Background: an optimization exercise with open tools, aiming at small area, a short achievable clock period and few clock cycles per item. Do not read the settings as production practice.
In this exercise RTL edits were held to simulation tests only and were not proved equivalent to the original.

==> run a <==
==> flow/design.v <==
`timescale 1ns/1ps
module huff_top (
    input  logic       clk,
    input  logic       rst_n,
    input  logic       in_valid,
    input  logic       out_mode,
    input  logic [2:0] in_weight,
    output logic       out_valid,
    output logic       out_code
);
    localparam logic [1:0] S_IDLE  = 2'd0;
    localparam logic [1:0] S_LOAD  = 2'd1;
    localparam logic [1:0] S_MERGE = 2'd2;
    localparam logic [1:0] S_EMIT  = 2'd3;
    logic [1:0]  state;
    logic [2:0]  cnt;
    logic        mode;
    logic [2:0]  win;
    logic [39:0] w;         
    logic [14:0] ptr;       
    logic [34:0] code;      
    logic [2:0]  cur;
    logic        rd;
    logic        load;
    logic        merge;
    logic        last_merge;
    logic [4:0]  sum;
    logic [4:0]  sum_next;
    logic [4:0]  add_a;
    logic [4:0]  add_b;
    logic [4:0]  add_c;
    logic [7:0]  livem;
    logic [7:0]  live;
    logic [7:0]  ltl;       
    logic [7:0]  ltm;       
    logic [8:0]  th;        
    logic [7:0]  ins;       
    logic [2:0]  pos;
    logic [7:0]  mv;        
    logic [39:0] w_next;
    logic [14:0] ptr_next;
    logic [34:0] code_next;
    logic [4:0]  arrive;
    logic [7:0]  lt_any;
    logic [14:0] base;
    assign load       = (state == S_LOAD);
    assign merge      = (state == S_MERGE);
    assign last_merge = merge && (cnt == 3'd5);
    assign add_a    = load ? w[9:5] : w[14:10];
    assign add_b    = load ? w[14:10] : w[19:15];
    assign add_c    = load ? {2'b00, win} : sum;
    assign sum_next = (load ? ltl[2] : ltm[3]) ? (add_a + add_b) : (add_a + add_c);
    always_comb
    begin
        for (int k = 0; k < 8; k++)
        begin
            live[k]  = (k + 32'(cnt)) >= 8;
            livem[k] = (k + 32'(cnt)) <= 7;
            ltl[k]   = live[k] && (w[5*k +: 3] < win);
            ltm[k]   = (k >= 2) && livem[k] && (w[5*k +: 5] < sum);
        end
        th[0] = 1'b1;
        th[8] = 1'b0;
        for (int j = 1; j < 8; j++)
            th[j] = load ? (!live[j] || ltl[j]) : ((j < 7) && ltm[j+1]);
        for (int k = 0; k < 8; k++)
        begin
            ins[k] = th[k] && !th[k+1];
            mv[k]  = load ? ((k < 7) && ltl[(k+1) % 8]) : th[k+1];
        end
        pos[0] = (th[1] && !th[2]) || (th[3] && !th[4]) || (th[5] && !th[6]) || th[7];
        pos[1] = (th[2] && !th[4]) || th[6];
        pos[2] = th[4];
        for (int k = 0; k < 8; k++)
        begin
            if (load)
            begin
                if (mv[k])
                    w_next[5*k +: 5] = w[(5*k+5) % 40 +: 5];
                else if (ins[k])
                    w_next[5*k +: 5] = {2'b00, win};
                else
                    w_next[5*k +: 5] = w[5*k +: 5];
            end
            else
            begin
                if (mv[k])
                    w_next[5*k +: 5] = w[(5*k+10) % 40 +: 5];
                else if (ins[k])
                    w_next[5*k +: 5] = sum;
                else
                    w_next[5*k +: 5] = w[(5*k+5) % 40 +: 5];
            end
        end
    end
    always_comb
    begin
        arrive[0] = (cnt == 3'd4);
        arrive[1] = mode ? (cnt == 3'd2) : (cnt == 3'd5);
        arrive[2] = mode ? (cnt == 3'd5) : (cnt == 3'd6);
        arrive[3] = mode ? (cnt == 3'd0) : (cnt == 3'd7);
        arrive[4] = mode ? (cnt == 3'd1) : (cnt == 3'd3);
    end
    assign lt_any = load ? ltl : ltm;
    always_comb
    begin
        for (int i = 0; i < 5; i++)
        begin
            ptr_next[3*i +: 3]  = ptr[3*i +: 3];
            code_next[7*i +: 7] = code[7*i +: 7];
            base[3*i +: 3] = load ? ptr[3*i +: 3] : (ptr[3*i +: 3] - 3'd1);
            if (load || merge)
            begin
                if (load ? arrive[i] : (ptr[3*i+1 +: 2] == 2'd0))
                    ptr_next[3*i +: 3] = pos;
                else if (lt_any[ptr[3*i +: 3]])
                    ptr_next[3*i +: 3] = base[3*i +: 3] - 3'd1;
                else
                    ptr_next[3*i +: 3] = base[3*i +: 3];
            end
            if (load && (cnt == 3'd0))
                code_next[7*i +: 7] = 7'd1;
            else if (merge && (ptr[3*i+1 +: 2] == 2'd0))
                code_next[7*i +: 7] = {code[7*i +: 6], !ptr[3*i]};
            else if ((state == S_EMIT) && rd && (cur == 3'(i)))
                code_next[7*i +: 7] = {1'b0, code[7*i+1 +: 6]};
        end
    end
    logic [2:0] cur_ptr;
    logic [6:0] cur_code;
    logic       sym_end;
    logic       emit_bit;
    logic       root0;
    always_comb
    begin
        cur_ptr  = ptr[2:0];
        cur_code = code[6:0];
        for (int i = 1; i < 5; i++)
            if (cur == 3'(i))
            begin
                cur_ptr  = ptr[3*i +: 3];
                cur_code = code[7*i +: 7];
            end
        if (rd)
        begin
            emit_bit = cur_code[0];
            sym_end  = (cur_code[6:2] == 5'd0);
        end
        else
        begin
            emit_bit = !cur_ptr[0];
            sym_end  = (cur_code[6:1] == 6'd0);
        end
    end
    assign root0 = (ptr[2:1] == 2'd0) ? !ltm[2] : ltm[2];
    always_ff @(posedge clk or negedge rst_n)
    begin
        if (!rst_n)
        begin
            state     <= S_IDLE;
            out_valid <= 1'b0;
        end
        else
        begin
            out_valid <= last_merge || (state == S_EMIT);
            case (state)
                S_IDLE:  if (in_valid) state <= S_LOAD;
                S_LOAD:  if (cnt == 3'd7) state <= S_MERGE;
                S_MERGE: if (cnt == 3'd5) state <= S_EMIT;
                default: if (sym_end && (cur == 3'd4)) state <= S_IDLE;
            endcase
        end
    end
    always_ff @(posedge clk)
    begin
        win  <= in_weight;
        sum  <= sum_next;
        for (int k = 0; k < 8; k++)
        begin
            if (k == 7)
                w[5*k +: 5] <= {2'b00, w_next[5*k +: 3]};
            else if (k >= 3)
                w[5*k +: 5] <= {1'b0, w_next[5*k +: 4]};
            else
                w[5*k +: 5] <= w_next[5*k +: 5];
        end
        ptr  <= ptr_next;
        code <= code_next;
        if (state == S_IDLE)
        begin
            mode <= out_mode;
            cnt  <= 3'd0;
        end
        else
            cnt <= cnt + 3'd1;
        if (last_merge)
        begin
            out_code <= root0;
            if ((ptr[2:1] != 2'd0) && (code[6:1] == 6'd0))
            begin
                cur <= 3'd1;
                rd  <= 1'b0;
            end
            else
            begin
                cur <= 3'd0;
                rd  <= 1'b1;
            end
        end
        else if (state == S_EMIT)
        begin
            out_code <= emit_bit;
            if (sym_end)
            begin
                cur <= cur + 3'd1;
                rd  <= 1'b0;
            end
            else
                rd <= 1'b1;
        end
    end
endmodule
==> flow/flow/run.sh <==
#!/bin/bash
set -euo pipefail
bash standard.sh ADDER_MAP_FILE= SETUP_SLACK_MARGIN=7 finish > flow_make.log 2>&1
==> flow/standard.sh <==
#!/bin/bash
# synth_recipe.tcl (not shown) runs the flow's synth.tcl, then flattens the netlist and writes it again
# the make line also repeats each setting of config.mk as NAME=value (left out here)
make -C /OpenROAD-flow-scripts/flow DESIGN_CONFIG=/design/flow/config.mk WORK_HOME=/design/flow/orfs CLKGATE_MAP_FILE= SYNTH_SCRIPT=/design/flow/synth_recipe.tcl "${@:-finish}"
==> flow/config.mk <==
export PLATFORM = sky130hd
export DESIGN_NAME = huff_top
export DESIGN_NICKNAME = huff_top
export VERILOG_FILES = /design/flow/design.v
export SDC_FILE = /design/flow/constraint.sdc
export NUM_CORES = 4
export LEC_CHECK = 0
export ABC_AREA = 1
export CAP_MARGIN = 20
export CORE_MARGIN = 2
export CORE_UTILIZATION = 40
export SLEW_MARGIN = 20
==> flow/constraint.sdc <==
create_clock -name core_clock -period 10.0 [get_ports {clk}]
set_input_delay 2.0000 -clock core_clock [delete_from_list [all_inputs] [get_ports {clk}]]
set_output_delay 2.0000 -clock core_clock [all_outputs]
set_load 0.01 [all_outputs]
==> run b: changes against run a <==
--- a/flow/design.v
+++ b/flow/design.v
@@ -36,13 +36,29 @@
     logic [8:0]  th;        
     logic [7:0]  ins;       
     logic [2:0]  pos;
-    logic [7:0]  mv;        
+    logic [7:0]  mv;
+    logic [7:0]  s_self;
+    logic [7:0]  s_up1;
+    logic [7:0]  s_up2;
+    logic [7:0]  s_new;
+    logic [4:0]  nval;        
     logic [39:0] w_next;
     logic [14:0] ptr_next;
     logic [34:0] code_next;
     logic [4:0]  arrive;
     logic [7:0]  lt_any;
-    logic [14:0] base;
+    logic [2:0]  p_i;
+    logic [6:0]  c_i;
+    logic        ltp;
+    logic        take;
+    logic        s_pos;
+    logic        s_d1;
+    logic        s_d2;
+    logic        s_keep;
+    logic        s_init;
+    logic        s_shl;
+    logic        s_shr;
+    logic        s_hold;
     assign load       = (state == S_LOAD);
     assign merge      = (state == S_MERGE);
     assign last_merge = merge && (cnt == 3'd5);
@@ -73,25 +89,17 @@
         pos[2] = th[4];
         for (int k = 0; k < 8; k++)
         begin
-            if (load)
-            begin
-                if (mv[k])
-                    w_next[5*k +: 5] = w[(5*k+5) % 40 +: 5];
-                else if (ins[k])
-                    w_next[5*k +: 5] = {2'b00, win};
-                else
-                    w_next[5*k +: 5] = w[5*k +: 5];
-            end
-            else
-            begin
-                if (mv[k])
-                    w_next[5*k +: 5] = w[(5*k+10) % 40 +: 5];
-                else if (ins[k])
-                    w_next[5*k +: 5] = sum;
-                else
-                    w_next[5*k +: 5] = w[(5*k+5) % 40 +: 5];
-            end
-        end
+            s_self[k] = load && !mv[k] && !ins[k];
+            s_up1[k]  = load ? mv[k] : (!mv[k] && !ins[k]);
+            s_up2[k]  = !load && mv[k];
+            s_new[k]  = ins[k];
+        end
+        nval = load ? {2'b00, win} : sum;
+        for (int k = 0; k < 8; k++)
+            w_next[5*k +: 5] = ({5{s_self[k]}} & w[5*k +: 5])
+                             | ({5{s_up1[k]}}  & w[(5*k+5) % 40 +: 5])
+                             | ({5{s_up2[k]}}  & w[(5*k+10) % 40 +: 5])
+                             | ({5{s_new[k]}}  & nval);
     end
     always_comb
     begin
@@ -106,24 +114,26 @@
     begin
         for (int i = 0; i < 5; i++)
         begin
-            ptr_next[3*i +: 3]  = ptr[3*i +: 3];
-            code_next[7*i +: 7] = code[7*i +: 7];
-            base[3*i +: 3] = load ? ptr[3*i +: 3] : (ptr[3*i +: 3] - 3'd1);
-            if (load || merge)
-            begin
-                if (load ? arrive[i] : (ptr[3*i+1 +: 2] == 2'd0))
-                    ptr_next[3*i +: 3] = pos;
-                else if (lt_any[ptr[3*i +: 3]])
-                    ptr_next[3*i +: 3] = base[3*i +: 3] - 3'd1;
-                else
-                    ptr_next[3*i +: 3] = base[3*i +: 3];
-            end
-            if (load && (cnt == 3'd0))
-                code_next[7*i +: 7] = 7'd1;
-            else if (merge && (ptr[3*i+1 +: 2] == 2'd0))
-                code_next[7*i +: 7] = {code[7*i +: 6], !ptr[3*i]};
-            else if ((state == S_EMIT) && rd && (cur == 3'(i)))
-                code_next[7*i +: 7] = {1'b0, code[7*i+1 +: 6]};
+            p_i     = ptr[3*i +: 3];
+            c_i     = code[7*i +: 7];
+            ltp     = lt_any[p_i];
+            take    = load ? arrive[i] : (p_i[2:1] == 2'd0);
+            s_pos   = (load || merge) && take;
+            s_d1    = (load && !take && ltp) || (merge && !take && !ltp);
+            s_d2    = merge && !take && ltp;
+            s_keep  = !s_pos && !s_d1 && !s_d2;
+            ptr_next[3*i +: 3] = ({3{s_pos}}  & pos)
+                               | ({3{s_d1}}   & (p_i - 3'd1))
+                               | ({3{s_d2}}   & (p_i - 3'd2))
+                               | ({3{s_keep}} & p_i);
+            s_init  = load && (cnt == 3'd0);
+            s_shl   = merge && (p_i[2:1] == 2'd0);
+            s_shr   = (state == S_EMIT) && rd && (cur == 3'(i));
+            s_hold  = !s_init && !s_shl && !s_shr;
+            code_next[7*i +: 7] = ({7{s_init}} & 7'd1)
+                                | ({7{s_shl}}  & {c_i[5:0], !p_i[0]})
+                                | ({7{s_shr}}  & {1'b0, c_i[6:1]})
+                                | ({7{s_hold}} & c_i);
         end
     end
     logic [2:0] cur_ptr;
- CORE_UTILIZATION: 40 -> 60
==> run c: changes against run a <==
--- a/flow/design.v
+++ b/flow/design.v
@@ -16,6 +16,9 @@
     logic [2:0]  cnt;
     logic        mode;
     logic [2:0]  win;
+    logic [2:0]  t;         
+    logic        idle;
+    logic        mode_t;
     logic [39:0] w;         
     logic [14:0] ptr;       
     logic [34:0] code;      
@@ -41,9 +44,11 @@
     logic [14:0] ptr_next;
     logic [34:0] code_next;
     logic [4:0]  arrive;
-    logic [7:0]  lt_any;
-    logic [14:0] base;
-    assign load       = (state == S_LOAD);
+    assign idle       = (state == S_IDLE);
+    assign load       = idle || (state == S_LOAD);
+    assign t          = idle ? 3'd0 : cnt;
+    assign win        = in_weight;
+    assign mode_t     = idle ? out_mode : mode;
     assign merge      = (state == S_MERGE);
     assign last_merge = merge && (cnt == 3'd5);
     assign add_a    = load ? w[9:5] : w[14:10];
@@ -54,7 +59,7 @@
     begin
         for (int k = 0; k < 8; k++)
         begin
-            live[k]  = (k + 32'(cnt)) >= 8;
+            live[k]  = (k + 32'(t)) >= 8;
             livem[k] = (k + 32'(cnt)) <= 7;
             ltl[k]   = live[k] && (w[5*k +: 3] < win);
             ltm[k]   = (k >= 2) && livem[k] && (w[5*k +: 5] < sum);
@@ -95,33 +100,39 @@
     end
     always_comb
     begin
-        arrive[0] = (cnt == 3'd4);
-        arrive[1] = mode ? (cnt == 3'd2) : (cnt == 3'd5);
-        arrive[2] = mode ? (cnt == 3'd5) : (cnt == 3'd6);
-        arrive[3] = mode ? (cnt == 3'd0) : (cnt == 3'd7);
-        arrive[4] = mode ? (cnt == 3'd1) : (cnt == 3'd3);
-    end
-    assign lt_any = load ? ltl : ltm;
+        arrive[0] = (t == 3'd4);
+        arrive[1] = mode ? (t == 3'd2) : (t == 3'd5);
+        arrive[2] = mode ? (t == 3'd5) : (t == 3'd6);
+        arrive[3] = mode_t ? (t == 3'd0) : (t == 3'd7);
+        arrive[4] = mode ? (t == 3'd1) : (t == 3'd3);
+    end
     always_comb
     begin
         for (int i = 0; i < 5; i++)
         begin
             ptr_next[3*i +: 3]  = ptr[3*i +: 3];
             code_next[7*i +: 7] = code[7*i +: 7];
-            base[3*i +: 3] = load ? ptr[3*i +: 3] : (ptr[3*i +: 3] - 3'd1);
-            if (load || merge)
-            begin
-                if (load ? arrive[i] : (ptr[3*i+1 +: 2] == 2'd0))
+            if (load)
+            begin
+                if (arrive[i])
                     ptr_next[3*i +: 3] = pos;
-                else if (lt_any[ptr[3*i +: 3]])
-                    ptr_next[3*i +: 3] = base[3*i +: 3] - 3'd1;
+                else if (ltl[ptr[3*i +: 3]])
+                    ptr_next[3*i +: 3] = ptr[3*i +: 3] - 3'd1;
+                if (idle)
+                    code_next[7*i +: 7] = 7'd1;
+            end
+            else if (merge)
+            begin
+                if (ptr[3*i+1 +: 2] == 2'd0)
+                begin
+                    ptr_next[3*i +: 3]  = pos;
+                    code_next[7*i +: 7] = {code[7*i +: 6], !ptr[3*i]};
+                end
+                else if (ltm[ptr[3*i +: 3]])
+                    ptr_next[3*i +: 3] = ptr[3*i +: 3] - 3'd2;
                 else
-                    ptr_next[3*i +: 3] = base[3*i +: 3];
-            end
-            if (load && (cnt == 3'd0))
-                code_next[7*i +: 7] = 7'd1;
-            else if (merge && (ptr[3*i+1 +: 2] == 2'd0))
-                code_next[7*i +: 7] = {code[7*i +: 6], !ptr[3*i]};
+                    ptr_next[3*i +: 3] = ptr[3*i +: 3] - 3'd1;
+            end
             else if ((state == S_EMIT) && rd && (cur == 3'(i)))
                 code_next[7*i +: 7] = {1'b0, code[7*i+1 +: 6]};
         end
@@ -173,7 +184,6 @@
     end
     always_ff @(posedge clk)
     begin
-        win  <= in_weight;
         sum  <= sum_next;
         for (int k = 0; k < 8; k++)
         begin
@@ -186,10 +196,10 @@
         end
         ptr  <= ptr_next;
         code <= code_next;
-        if (state == S_IDLE)
+        if (idle)
         begin
             mode <= out_mode;
-            cnt  <= 3'd0;
+            cnt  <= 3'd1;
         end
         else
             cnt <= cnt + 3'd1;
==> flow/run.sh (new file) <==
#!/bin/bash
# synth_recipe.tcl (not shown) runs the flow's synth.tcl, then flattens the netlist and writes it again
# the make line also repeats each setting of config.mk as NAME=value (left out here)
make -C /OpenROAD-flow-scripts/flow DESIGN_CONFIG=/design/flow/config.mk WORK_HOME=/design/flow/orfs CLKGATE_MAP_FILE= SYNTH_SCRIPT=/design/flow/synth_recipe.tcl finish
- ABC_AREA: 1 -> not set
- SETUP_SLACK_MARGIN: not set -> 5
removed: flow/flow/run.sh
removed: flow/standard.sh
==> run_results.csv <==
group,metric,value,unit
outcome,outcome,"no timing/DRC/antenna violations",
yosys,postSynth.topFlopCell,"sky130_fd_sc_hd__edfxtp_1",
finish,area_occupied_by_multi_input_gates,0.004881,mm²
finish,num-clock-buffers,10,
(the above is from run c)
==> run_results.csv <==
group,metric,value,unit
clocking,post_cts_hold_fix_bufs,0,
floorplanning,tapCellCount,229,
finish,area_occupied_by_multi_input_gates,0.004059,mm²
outcome,outcome,"no timing/DRC/antenna violations",
finish,num-clock-buffers,11,
yosys,postSynth.topFlopCell,"sky130_fd_sc_hd__edfxtp_1",
(the above is from run a)
==> run_results.csv <==
group,metric,value,unit
finish,area_occupied_by_multi_input_gates,0.003850,mm²
finish,num-clock-buffers,10,
finish,dominant-cell-class,"multi-input gates",
outcome,outcome,"no timing/DRC/antenna violations",
yosys,postSynth.topFlopCell,"sky130_fd_sc_hd__dfxtp_1",
(the above is from run b)
Testbench counts of run a, summed over its fixed seeds: cycles 16,611, jobs 512.
Testbench counts of run b, summed over its fixed seeds: cycles 16,611, jobs 512.
Testbench counts of run c, summed over its fixed seeds: cycles 16,099, jobs 512.

[static timing again, ports no longer ideal]
Ports are ideal in the flow. The routed layouts listed here were re-timed in OpenROAD. Step 1 (the two cells are an assumption about what drives the block):
set clk [get_ports {clk}]
set_driving_cell -lib_cell sky130_fd_sc_hd__clkbuf_16 $clk
set_driving_cell -lib_cell sky130_fd_sc_hd__buf_2 [delete_from_list [all_inputs] $clk]
Step 2 moves the port delays by t, midway between the first and last clock arrival at a register: inputs arrive t later, outputs are due t later. That takes back most of the time a late clock gives input paths. Slacks: ideal / step 1 / step 2; pairs: ideal / step 1.
run	shift t [ns]	setup WS [ns]	worst setup path after step 2	slew at the worst register clock pin (ns)	cell pins on the clock port's net
run a	0.400	7.056 / 7.015 / 6.862	input to register	0.08 / 0.08	1
run b	0.427	7.089 / 7.053 / 6.860	input to register	0.10 / 0.10	1
run c	0.409	5.202 / 5.222 / 4.813	input to register	0.08 / 0.08	1
After both steps every run listed still meets setup and hold. For run c, which loses most, drivers alone change the setup slack by +0.020 ns; drivers and shift together by -0.389 ns.
